From an optimization exercise on the open Yosys and OpenROAD flow, aimed at a short achievable clock period and few clock cycles; shortcuts taken in it are not production practice.
Only simulation tests tie the RTL to the original design; equivalence was not proved.
Power is estimated from default activity; no workload was simulated.

[constraint.sdc]
create_clock -name core_clock -period 8.0 [get_ports {clk}]
set_input_delay 1.6000 -clock core_clock [delete_from_list [all_inputs] [get_ports {clk}]]
set_output_delay 1.6000 -clock core_clock [all_outputs]
set_load 0.01 [all_outputs]
[design.v]
package cpu_pkg;
    parameter int WORD_W    = 16;
    parameter int BYTE_W    = 8;
    parameter int PADDR_W   = 20;
    parameter int REG_IDX_W = 3;
endpackage
`timescale 1ns/100ps
module core_top (
    input  logic        clk,
    input  logic        rst,
    output logic [19:0] rom_addr,
    input  logic [7:0]  rom_data,
    output logic        mem_en,
    output logic        mem_we,
    output logic [19:0] mem_addr,
    output logic [15:0] mem_wdata,
    input  logic [15:0] mem_rdata,
    output logic        halted
);
    localparam logic [1:0] R_OP    = 2'd0;
    localparam logic [1:0] R_MODRM = 2'd1;
    localparam logic [1:0] R_D0    = 2'd2;
    localparam logic [1:0] R_D1    = 2'd3;
    localparam logic [15:0] K_DATA = 16'h1000;
    localparam logic [15:0] K_PUSH = 16'h1FFE;   
    localparam logic [15:0] K_POP  = 16'h2000;
    logic [15:0] pc;
    logic [7:0]  b;          
    logic [1:0]  role;       
    logic        need2;      
    logic        fe_done;    
    logic [7:0]  op_r;
    logic [7:0]  m_r;
    logic        hlt_seen;
    logic        p_mr, p_d1, p_d2, p_push, p_pop, p_hlt;
    logic        p_mod11, p_nd1, p_nd2;
    logic        o_imm, o_a;
    logic [15:0] rom_pc;     
    logic        u_valid;
    logic        u_load, u_store, u_push, u_pop, u_imm;
    logic [2:0]  u_dst;
    logic [15:0] u_k;
    logic        u_bx, u_bp, u_si, u_di, u_sp, u_stack;
    logic        u_easy;     
    logic [7:0]  u_selw;     
    logic [7:0]  u_selb;     
    logic [7:0]  u_wlo;      
    logic [7:0]  u_whi;      
    logic [7:0]  u_rmask;    
    logic [7:0]  u_wmask;    
    logic [15:0] regs [8];
    logic [7:0]  ld1_m, ld2_m, ld3_m;    
    logic        m_mem, m_we, m_stack;
    logic [15:0] m_s, m_c, m_wdata;
    logic        stall;
    logic        go;
    assign rom_addr = {4'h0, rom_pc};
    logic        n_valid, n_load, n_store, n_push, n_pop, n_imm;
    logic [2:0]  n_dst;
    logic [15:0] n_k;
    logic        n_bx, n_bp, n_si, n_di, n_sp, n_stack;
    logic        n_easy;
    logic [7:0]  n_selw, n_selb, n_wlo, n_whi;
    logic [7:0]  n_rmask, n_wmask;
    logic [1:0]  role_n;
    logic        need2_n;
    logic        d_hlt;
    function automatic logic [7:0] onehot(input logic [2:0] i);
        onehot = 8'd1 << i;
    endfunction
    function automatic logic [1:0] disp_n(input logic [7:0] m);
        case (m[7:6])
            2'b00:   disp_n = (m[2:0] == 3'b110) ? 2'd2 : 2'd0;
            2'b01:   disp_n = 2'd1;
            2'b10:   disp_n = 2'd2;
            default: disp_n = 2'd0;
        endcase
    endfunction
    function automatic logic [3:0] bases(input logic [7:0] m);
        case (m[2:0])
            3'd0:    bases = 4'b1010;
            3'd1:    bases = 4'b1001;
            3'd2:    bases = 4'b0110;
            3'd3:    bases = 4'b0101;
            3'd4:    bases = 4'b0010;
            3'd5:    bases = 4'b0001;
            3'd6:    bases = (m[7:6] == 2'b00) ? 4'b0000 : 4'b0100;
            default: bases = 4'b1000;
        endcase
    endfunction
    function automatic logic [7:0] base_mask(input logic [3:0] bs);
        base_mask = {bs[0], bs[1], bs[2], 1'b0, bs[3], 3'b000};
    endfunction
    task automatic mem_uop(input logic [7:0] op, input logic [7:0] m);
        n_valid = 1'b1;
        n_load  = op[1];
        n_store = !op[1];
        n_dst   = m[5:3];
        n_selw  = op[1] ? 8'h00 : onehot(m[5:3]);
        {n_bx, n_bp, n_si, n_di} = bases(m);
        n_easy  = bases(m) == 4'b0000;
        n_rmask = base_mask(bases(m)) | n_selw;
    endtask
    task automatic byte_write(input logic [2:0] d);
        n_wlo   = d[2] ? 8'h00 : onehot({1'b0, d[1:0]});
        n_whi   = d[2] ? onehot({1'b0, d[1:0]}) : 8'h00;
        n_wmask = onehot({1'b0, d[1:0]});
    endtask
    always_comb begin
        n_valid = 1'b0;
        n_load  = 1'b0;
        n_store = 1'b0;
        n_push  = 1'b0;
        n_pop   = 1'b0;
        n_imm   = 1'b0;
        n_dst   = 3'd0;
        n_k     = K_DATA;
        n_bx    = 1'b0;
        n_bp    = 1'b0;
        n_si    = 1'b0;
        n_di    = 1'b0;
        n_sp    = 1'b0;
        n_stack = 1'b0;
        n_easy  = 1'b0;
        n_selw  = 8'h00;
        n_selb  = 8'h00;
        n_wlo   = 8'h00;
        n_whi   = 8'h00;
        n_rmask = 8'h00;
        n_wmask = 8'h00;
        role_n  = R_OP;
        need2_n = need2;
        d_hlt   = 1'b0;
        case (role)
            R_OP: begin
                if (p_mr) begin
                    role_n = R_MODRM;
                end else if (p_d1 | p_d2) begin
                    role_n  = R_D0;
                    need2_n = p_d2;
                end
                if (p_d1) begin
                    n_valid = 1'b1;
                    n_imm   = 1'b1;
                    n_k     = {rom_data, rom_data};
                    byte_write(b[2:0]);
                end
                if (p_push) begin
                    n_valid = 1'b1;
                    n_push  = 1'b1;
                    n_selw  = onehot(b[2:0]);
                    n_sp    = 1'b1;
                    n_stack = 1'b1;
                    n_easy  = 1'b1;
                    n_k     = K_PUSH;
                    n_rmask = onehot(b[2:0]) | 8'h10;
                    n_wmask = 8'h10;
                end
                if (p_pop) begin
                    n_valid = 1'b1;
                    n_pop   = 1'b1;
                    n_dst   = b[2:0];
                    n_sp    = 1'b1;
                    n_stack = 1'b1;
                    n_easy  = 1'b1;
                    n_k     = K_POP;
                    n_rmask = 8'h10;
                    n_wmask = 8'h10;
                end
                d_hlt = p_hlt;
            end
            R_MODRM: begin
                if (p_mod11) begin
                    n_valid = 1'b1;
                    if (op_r[0]) begin
                        n_selw  = onehot(op_r[1] ? b[2:0] : b[5:3]);
                        n_wlo   = onehot(op_r[1] ? b[5:3] : b[2:0]);
                        n_whi   = n_wlo;
                        n_wmask = n_wlo;
                        n_rmask = n_selw;
                    end else begin
                        n_selb  = onehot(op_r[1] ? b[2:0] : b[5:3]);
                        byte_write(op_r[1] ? b[5:3] : b[2:0]);
                        n_rmask = onehot({1'b0, op_r[1] ? b[1:0] : b[4:3]});
                    end
                end else if (!op_r[0]) begin
                end else if (!p_nd1 && !p_nd2) begin
                    mem_uop(op_r, b);
                end else begin
                    role_n  = R_D0;
                    need2_n = p_nd2;
                    if (p_nd1) begin
                        mem_uop(op_r, b);
                        n_k = {rom_data[7] ? 8'h0F : 8'h10, rom_data};
                    end
                end
            end
            R_D0: begin
                if (need2) begin
                    role_n  = R_D1;
                    n_valid = 1'b1;
                    if (o_imm) begin
                        n_imm   = 1'b1;
                        n_k     = {rom_data, b};
                        n_wlo   = onehot(op_r[2:0]);
                        n_whi   = n_wlo;
                        n_wmask = n_wlo;
                    end else if (o_a) begin
                        n_load  = !op_r[1];
                        n_store = op_r[1];
                        n_selw  = op_r[1] ? 8'h01 : 8'h00;
                        n_rmask = n_selw;
                        n_easy  = 1'b1;
                        n_k     = {rom_data + 8'h10, b};
                    end else begin
                        mem_uop(op_r, m_r);
                        n_k = {rom_data + 8'h10, b};
                    end
                end
            end
            default: begin
            end
        endcase
        if (fe_done) begin
            n_valid = 1'b0;
        end
        if (!n_valid) begin
            n_wlo = 8'h00;
            n_whi = 8'h00;
        end
    end
    logic        u_mem;
    logic        d_mem;
    assign u_mem = u_load | u_store | u_push | u_pop;
    assign d_mem = (role == R_OP)    ? (p_push | p_pop) :
                   (role == R_MODRM) ? (op_r[0] & !p_mod11) : 1'b0;
    assign stall = u_valid & ((|((u_rmask | u_wmask) & (ld1_m | ld2_m))) |
                              (u_sp & ld3_m[4]));
    assign go    = u_valid & !stall;
    logic        fw_w, fw_bl, fw_bh;
    logic [7:0]  sw, sb;
    logic [15:0] wv;
    logic [7:0]  bv;
    logic [15:0] ewv;
    assign fw_w  = |(u_selw & ld3_m);
    assign fw_bl = |(u_selb[3:0] & ld3_m[3:0]);
    assign fw_bh = |(u_selb[7:4] & ld3_m[3:0]);
    assign sw    = u_selw & ~ld3_m;
    assign sb    = u_selb & ~{ld3_m[3:0], ld3_m[3:0]};
    always_comb begin
        wv = {16{fw_w}} & mem_rdata;
        bv = ({8{fw_bl}} & mem_rdata[7:0]) | ({8{fw_bh}} & mem_rdata[15:8]);
        for (int j = 0; j < 8; j++) begin
            wv = wv | ({16{sw[j]}} & regs[j]);
        end
        for (int j = 0; j < 4; j++) begin
            bv = bv | ({8{sb[j]}} & regs[j][7:0]) | ({8{sb[j + 4]}} & regs[j][15:8]);
        end
        ewv = wv | {bv, bv} | ({16{u_imm}} & u_k);
    end
    logic [15:0] sp;
    logic [15:0] sp_n;
    logic        sp_step;
    logic [15:0] a1r, a2r, a1, a2;
    logic        fw_a1, fw_a2;
    logic [15:0] t;
    logic        hlt_now;
    logic [15:0] pc_1, pc_2;
    logic [15:0] rom_pc_1, rom_pc_2, rom_pc_3, pc_3;
    assign rom_pc_1 = {pc[15:1] + 15'(pc[0]), !pc[0]};
    assign rom_pc_2 = {pc[15:1] + 15'd1, pc[0]};
    assign rom_pc_3 = {pc[15:1] + 15'd1 + 15'(pc[0]), !pc[0]};
    assign pc_3     = pc + 16'd3;
    logic        f_bform;
    logic        nd1, nd2;
    assign f_bform = (role == R_OP) && p_mr && !b[0] && !fe_done;
    assign nd1     = rom_data[7:6] == 2'b01;
    assign nd2     = rom_data[7:6] == 2'b10 || (rom_data[7:6] == 2'b00 && rom_data[2:0] == 3'b110);
    logic [15:0] pc_a, pc_b;
    logic [15:0] rom_c, rom_a, rom_b;
    logic [15:0] pc_n, rom_pc_n;
    assign pc_a     = f_bform ? pc_2 : pc_1;
    assign pc_b     = f_bform ? pc_3 : pc_1;
    assign pc_n     = ({16{nd2}} & pc_b) | ({16{nd1}} & pc_a) | ({16{!nd1 && !nd2}} & pc_1);
    assign rom_c    = stall ? pc : rom_pc_1;
    assign rom_a    = stall ? pc : (f_bform ? rom_pc_2 : rom_pc_1);
    assign rom_b    = stall ? pc : (f_bform ? rom_pc_3 : rom_pc_1);
    assign rom_pc_n = ({16{nd2}} & rom_b) | ({16{nd1}} & rom_a) | ({16{!nd1 && !nd2}} & rom_c);
    logic        halted_n;
    assign halted_n = halted ||
                      ((hlt_now || hlt_seen) && !d_mem && !(u_valid && u_mem) && !m_mem);
    assign pc_1 = pc + 16'd1;
    assign pc_2 = pc + 16'd2;
    assign sp      = regs[4];
    assign sp_step = go & (u_push | u_pop);
    logic [15:0] sp_m2, sp_p2;
    assign sp_m2   = sp - 16'd2;
    assign sp_p2   = sp + 16'd2;
    assign sp_n    = ({16{u_push}} & sp_m2) | ({16{!u_push}} & sp_p2);
    logic        byp;
    logic [16:0] ea17;       
    assign byp  = go & (u_load | u_pop) & u_easy & !m_mem;
    assign ea17 = u_stack ? {sp[15:13] == 3'b111, sp[15:13] + 3'd1, sp[12:0]}
                          : {u_k[15:12] == 4'h0, u_k};
    assign a1r   = ({16{u_bx}} & regs[3]) | ({16{u_bp}} & regs[5]) | ({16{u_sp}} & regs[4]);
    assign a2r   = ({16{u_si}} & regs[6]) | ({16{u_di}} & regs[7]);
    assign fw_a1 = (u_bx & ld3_m[3]) | (u_bp & ld3_m[5]);
    assign fw_a2 = (u_si & ld3_m[6]) | (u_di & ld3_m[7]);
    assign a1    = fw_a1 ? mem_rdata : a1r;
    assign a2    = fw_a2 ? mem_rdata : a2r;
    assign t     = m_s + m_c;
    logic        b_last;
    assign b_last  = (role == R_OP    && !(p_mr | p_d1 | p_d2)) ||
                     (role == R_MODRM && (!op_r[0] || !(p_nd1 | p_nd2))) ||
                     (role == R_D0    && !need2) ||
                     (role == R_D1);
    assign hlt_now = !fe_done && b_last && rom_data == 8'hF4;
    always_ff @(posedge clk or negedge rst) begin
        if (!rst) begin
            for (int i = 0; i < 8; i++) begin
                regs[i] <= (i == 4) ? 16'h0100 : 16'h0000;
            end
        end else begin
            for (int i = 0; i < 8; i++) begin
                if (i == 4 && sp_step) begin
                    regs[i] <= sp_n;
                end else begin
                    if (u_wlo[i]) begin
                        regs[i][7:0] <= ewv[7:0];
                    end else if (ld3_m[i]) begin
                        regs[i][7:0] <= mem_rdata[7:0];
                    end
                    if (u_whi[i]) begin
                        regs[i][15:8] <= ewv[15:8];
                    end else if (ld3_m[i]) begin
                        regs[i][15:8] <= mem_rdata[15:8];
                    end
                end
            end
        end
    end
    always_ff @(posedge clk or negedge rst) begin
        if (!rst) begin
            pc       <= 16'h0000;
            rom_pc   <= 16'h0000;
            role     <= R_D1;
            fe_done  <= 1'b0;
            hlt_seen <= 1'b0;
            u_valid  <= 1'b0;
            u_wlo    <= 8'h00;
            u_whi    <= 8'h00;
            ld1_m    <= 8'h00;
            ld2_m    <= 8'h00;
            ld3_m    <= 8'h00;
            m_mem    <= 1'b0;
            mem_en   <= 1'b0;
            halted   <= 1'b0;
        end else begin
            if (!stall) begin
                pc      <= pc_n;
                role    <= role_n;
                u_valid <= n_valid;
                u_wlo   <= n_wlo;
                u_whi   <= n_whi;
                if (d_hlt) begin
                    fe_done <= 1'b1;
                end
            end
            if (hlt_now) begin
                hlt_seen <= 1'b1;
            end
            rom_pc <= rom_pc_n;
            ld1_m  <= (go && !byp && (u_load || u_pop)) ? onehot(u_dst) : 8'h00;
            ld2_m  <= ld1_m | ((byp && (u_load || u_pop)) ? onehot(u_dst) : 8'h00);
            ld3_m  <= ld2_m;
            m_mem  <= go && u_mem && !byp;
            mem_en <= m_mem || byp;
            halted   <= halted_n;
        end
    end
    always_ff @(posedge clk) begin
        if (!stall) begin
            b       <= rom_data;
            p_mr    <= rom_data[7:2] == 6'b100010;
            p_d1    <= rom_data[7:3] == 5'b10110;
            p_d2    <= rom_data[7:3] == 5'b10111 || rom_data == 8'hA1 || rom_data == 8'hA3;
            p_push  <= rom_data[7:3] == 5'b01010;
            p_pop   <= rom_data[7:3] == 5'b01011;
            p_hlt   <= rom_data == 8'hF4;
            p_mod11 <= rom_data[7:6] == 2'b11;
            p_nd1   <= disp_n(rom_data) == 2'd1;
            p_nd2   <= disp_n(rom_data) == 2'd2;
            if (role == R_OP) begin
                o_imm <= p_d1 | b[7:3] == 5'b10111;
                o_a   <= b[7:4] == 4'hA;
            end
            need2 <= need2_n;
            if (role == R_OP) begin
                op_r <= b;
            end
            if (role == R_MODRM) begin
                m_r <= b;
            end
            u_load  <= n_load;
            u_store <= n_store;
            u_push  <= n_push;
            u_pop   <= n_pop;
            u_imm   <= n_imm;
            u_dst   <= n_dst;
            u_k     <= n_k;
            u_bx    <= n_bx;
            u_bp    <= n_bp;
            u_si    <= n_si;
            u_di    <= n_di;
            u_sp    <= n_sp;
            u_stack <= n_stack;
            u_easy  <= n_easy;
            u_selw  <= n_selw;
            u_selb  <= n_selb;
            u_rmask <= n_rmask;
            u_wmask <= n_wmask;
        end
        m_we      <= u_store | u_push;
        m_stack   <= u_stack;
        m_s       <= a1 ^ a2 ^ u_k;
        m_c       <= {(a1[14:0] & a2[14:0]) | (a1[14:0] & u_k[14:0]) | (a2[14:0] & u_k[14:0]), 1'b0};
        m_wdata   <= ewv;
        mem_we    <= m_we & !byp;
        mem_addr  <= byp ? {3'b000, ea17}
                         : {3'b000, m_stack ? (t[15:13] == 3'b000) : (t[15:12] == 4'h0), t};
        mem_wdata <= m_wdata;
    end
endmodule
[config.mk]
export PLATFORM = sky130hd
export DESIGN_NAME = core_top
export DESIGN_NICKNAME = core_top
export VERILOG_FILES = /design/flow/design.v
export SDC_FILE = /design/flow/constraint.sdc
export NUM_CORES = 4
export LEC_CHECK = 0
export ABC_CLOCK_PERIOD_IN_PS = 2500
export CAP_MARGIN = 20
export CORE_MARGIN = 2
export CORE_UTILIZATION = 60
export SLEW_MARGIN = 20
[standard.sh]
#!/bin/bash
# synth_recipe.tcl (not shown) runs the flow's synth.tcl, then flattens the netlist and writes it again
# the make line also repeats each setting of config.mk as NAME=value (left out here)
make -C /OpenROAD-flow-scripts/flow DESIGN_CONFIG=/design/flow/config.mk WORK_HOME=/design/flow/orfs CLKGATE_MAP_FILE= SYNTH_SCRIPT=/design/flow/synth_recipe.tcl "${@:-finish}"
[flow/run.sh]
#!/bin/bash
# The standard layout, with timing repair aimed at a setup slack of 5.5 ns.
set -euo pipefail
bash standard.sh SETUP_SLACK_MARGIN=5.5 finish > make_finish.log 2>&1
==> notes.md <==
per-layer routing:
layer,GRT usage,part of all wire,vias to the layer above
met4,0.306,0.088,2
met2,0.647,0.44,1802
li1,-,-,8904
met3,0.127,0.12,507
met1,0.534,0.35,10100
met5,0,0.00014,-
registers in the layout, summed over array words and instances (netlist names), 15 cells and up:
| name | flops |
|---|---|
| m_c | 15 |
| m_s | 16 |
| rom_pc | 16 |
| mem_wdata | 16 |
| m_wdata | 16 |
| u_k | 16 |
| mem_addr | 17 |
| pc | 16 |
| regs | 128 |
worst reg2reg max path, cell delays in order (launching register included):
cell and delay, ns:
dfstp_2 0.39, inv_1 0.10, ha_2 0.41, and4bb_4 0.59, nor3_1 0.15, o21ai_1 0.17
xor2_1 0.16, nor2_1 0.05, a211o_1 0.27, a22o_1 0.23
per-stage QoR:
step / total power [mW] / instances / hold WS [ns] / worst slack [ns] / cell area [um2]
after floorplan: 2.71 / 2345 / 0.310 / 5.10 / 22000
after global placement: 2.96 / 2708 / 0.311 / 3.94 / 22600
after detailed placement: 2.97 / 2708 / 0.312 / 3.89 / 22600
after CTS: 5.04 / 2857 / 0.327 / 5.27 / 25000
after global routing: 5.38 / 2924 / 0.331 / 5.26 / 26200
final: 5.24 / 2925 / 0.316 / 5.28 / 26200
power groups by stage:
stage               Clock (mW)  Sequential, mW  Combinational, mW
finish                    2.08            2.23              0.931
global route              2.15            2.24              0.991
CTS                       2.07            2.22              0.743
detailed placement           0            2.27              0.697
global placement             0            2.27              0.685
floorplan                    0            2.18              0.530
layout by cell type, fill, tap and decap left out, types with 18 or more instances in the layout:
master     count
dfxtp_1       69
nand2_1      216
o22ai_1       18
o21ai_0      123
nand2b_1      24
buf_2         49
a211oi_1      65
mux2i_1       79
nor3_1        36
edfxtp_1      93
buf_4        131
o21ai_1       22
a21oi_1      127
xor2_1        18
dfrtp_1      188
nand3_1       49
a21oi_2       44
clkbuf_16     49
ha_1          28
and3_1        27
buf_6         30
a22oi_1       93
nand3b_1      19
a222oi_1      31
nor2_1       151
xnor2_1       21
inv_1         44
a221oi_1      18
nor2b_1       77
nand4_1       29
a31oi_1       28
worst max-delay path by stage:
stage | start | end | slack (ns)
detailed placement | rom_data[7] | pc[14] | 3.89
finish | rom_pc[9] | rom_addr[9] | 5.28
CTS | rom_pc[9] | rom_addr[9] | 5.27
global placement | rom_data[7] | rom_pc[9] | 3.94
global route | rom_pc[9] | rom_addr[9] | 5.26
floorplan | rom_data[7] | rom_pc[15] | 5.10
repair_timing:
item,CTS,global route
endpoints found under the hold margin,0,0
pin swaps,33,59
resized for setup,418,173
setup buffers,68,64
gates cloned,4,3
endpoints found under the setup margin,418,368
hold buffers,0,0
cells by family after synthesis:
kind of cell,share of synthesized area
buf+inv,0.0483
flops,0.444
xor+xnor,0.0167
compound gates,0.238
simple gates,0.178
fa+ha+maj,0.0346
other cells,0.000174
mux,0.0397
area by class of cell:
cell class / count / area share
repair buffers: 244 / 0.0831
repair inverters: 1 / 0.000334
multi-input cells: 1711 / 0.463
clock inverters: 12 / 0.00444
diodes: 1 / 0.0000954
flip-flops and latches: 380 / 0.366
clock buffers: 65 / 0.0520
well taps: 461 / 0.0220
inverters: 50 / 0.00868
==> flow_summary.json <==
{
  "syn_area_um2": 21500,
  "n_fill_cell": 2501,
  "hold_viol_final": 0,
  "p_switching_mw": 1.54,
  "synth_ff_type": "dfrtp_1",
  "worstMarginPinSlew_ns": 1.23,
  "routed_wl_um": 84600,
  "p_leak_nw": 10.7,
  "cts_tree": "done",
  "cap_viol_max_count": 0,
  "root_buffer": "clkbuf_16",
  "synth_top_cell_by_area": "dfrtp_1",
  "worst-path-stages": 1,
  "cts_buffer_depth": 3,
  "drc_errors": 0,
  "async_flop_share": 0.537,
  "critPathKind": "flip-flop to output pin",
  "start_kind": "flip-flop",
  "io-pin-count": 85,
  "regArea_um2": 9600,
  "r2r-start": "role[0]",
  "detail_route.iter0.violations": 3268,
  "period_share": 0.340,
  "hpwl_um": 50800,
  "multi_input_area_um2": 12200,
  "clk_pin_slew_ns": 0.06,
  "crit_path_max_incr_delay_ns": 0.40,
  "ys_seq_elements": 380,
  "synthTopCellsByArea": "dfrtp_1, edfxtp_1, dfxtp_1",
  "die_h_um": 193,
  "finalMaxSlewViolations": 0,
  "yosysWarnings": 2,
  "cts_buffers": 42,
  "dieArea_um2": 37400,
  "rows": 69,
  "grt_pass1_wl_um": 123000,
  "synth_cell_types": 88,
  "grt_max_degree": 102,
  "crit_buf_inv": 1,
  "finalSetupViolations": 0,
  "cp_slowest_cell": "dfrtp_1",
  "area_growth_pct": 21.9,
  "path_max_fanout": 1,
  "synth_edf_count": 93,
  "max-slew-margin-rel": 0.181,
  "post-route-util": 0.739,
  "gr-total-overflow": 0,
  "clkPwrFrac": 0.396,
  "fin_nets": 2506,
  "hold_path_end": "mem_wdata[8]",
  "grt_setup_unrepaired": "true",
  "clk_latency_ns": 0.59,
  "tns_ns": 0,
  "ant_nets": 0,
  "fmax_mhz": 367,
  "seqPwrFrac": 0.426,
  "drt-pass1-iter-count": 9,
  "crit_required_ns": 6.40,
  "synth.top_cell.area_share": 0.234,
  "grt_usage": 0.431,
  "cts.sinks": 380,
  "hold_path_depth": 0,
  "gp_congestion": 1.03,
  "p_int_mw": 3.70,
  "max-vdd-ir-drop_uv": 200,
  "first_global_vias": 19900,
  "antenna_found_initial": 1,
  "ys_seq_area_frac": 0.444,
  "routedWlPerCell_um": 28.9,
  "start_util": 0.607,
  "yosysMostFrequentCell": "nand2_1",
  "num_vias": 21300,
  "layout_min_cycle_time_ns": 2.72,
  "r2r_setup_slack_ns": 5.36,
  "crit_family": "flip-flops",
  "synth_common_cells": "nand2_1, dfrtp_1, a21oi_1, nor2_1, o21ai_0",
  "port_buffers": 77,
  "rr_worst_depth": 9,
  "min_from": "m_wdata[8]",
  "reg2reg_to": "pc[13]",
  "powerDensity_nw_per_um2": 200,
  "swShare": 0.293,
  "die_x_um": 193,
  "status": "timing/DRC/antenna clean",
  "critPathCaptureType": "output pin",
  "power_frac_comb": 0.178,
  "crit_arrival_ns": 1.12,
  "min_path_type": "flip-flop to flip-flop",
  "crit_chain": "buf_2",
  "layout-drive-gt1-share": 0.231,
  "htree_levels": 2,
  "avgSynthCellArea_um2": 9.20,
  "skew_ns": 0.0313,
  "core-area_um2": 35500,
  "via_per_inst": 7.29,
  "syn_inst": 2339
}
Testbench counts, summed over its fixed seeds: cycles 31,615.

-- what the ideal ports hide --
In the flow no input, the clock included, has a driving cell. The finished layout below was timed again as built, in two steps.
Step 1, drivers: a clkbuf_16 drives clk and a buf_2 each remaining input, both assumed.
Step 2 times the ports against the registers' clock, not the clock port: input delays grow and output delays shrink by t, the midpoint of the rising clock arrivals with the driver on.
a / b / c = no drivers / after step 1 / after step 2; a / b = the first two.
shift t [ns]: 0.629
setup slack, ns: 5.276 / 5.221 / 4.737
worst setup path after step 2: input to register
worst register clock-pin slew, ns: 0.07 / 0.07
cell pins on the clock port's net: 1
After both steps this run still meets setup and hold. For this run, drivers alone change the setup slack by -0.055 ns; drivers and shift together by -0.539 ns.
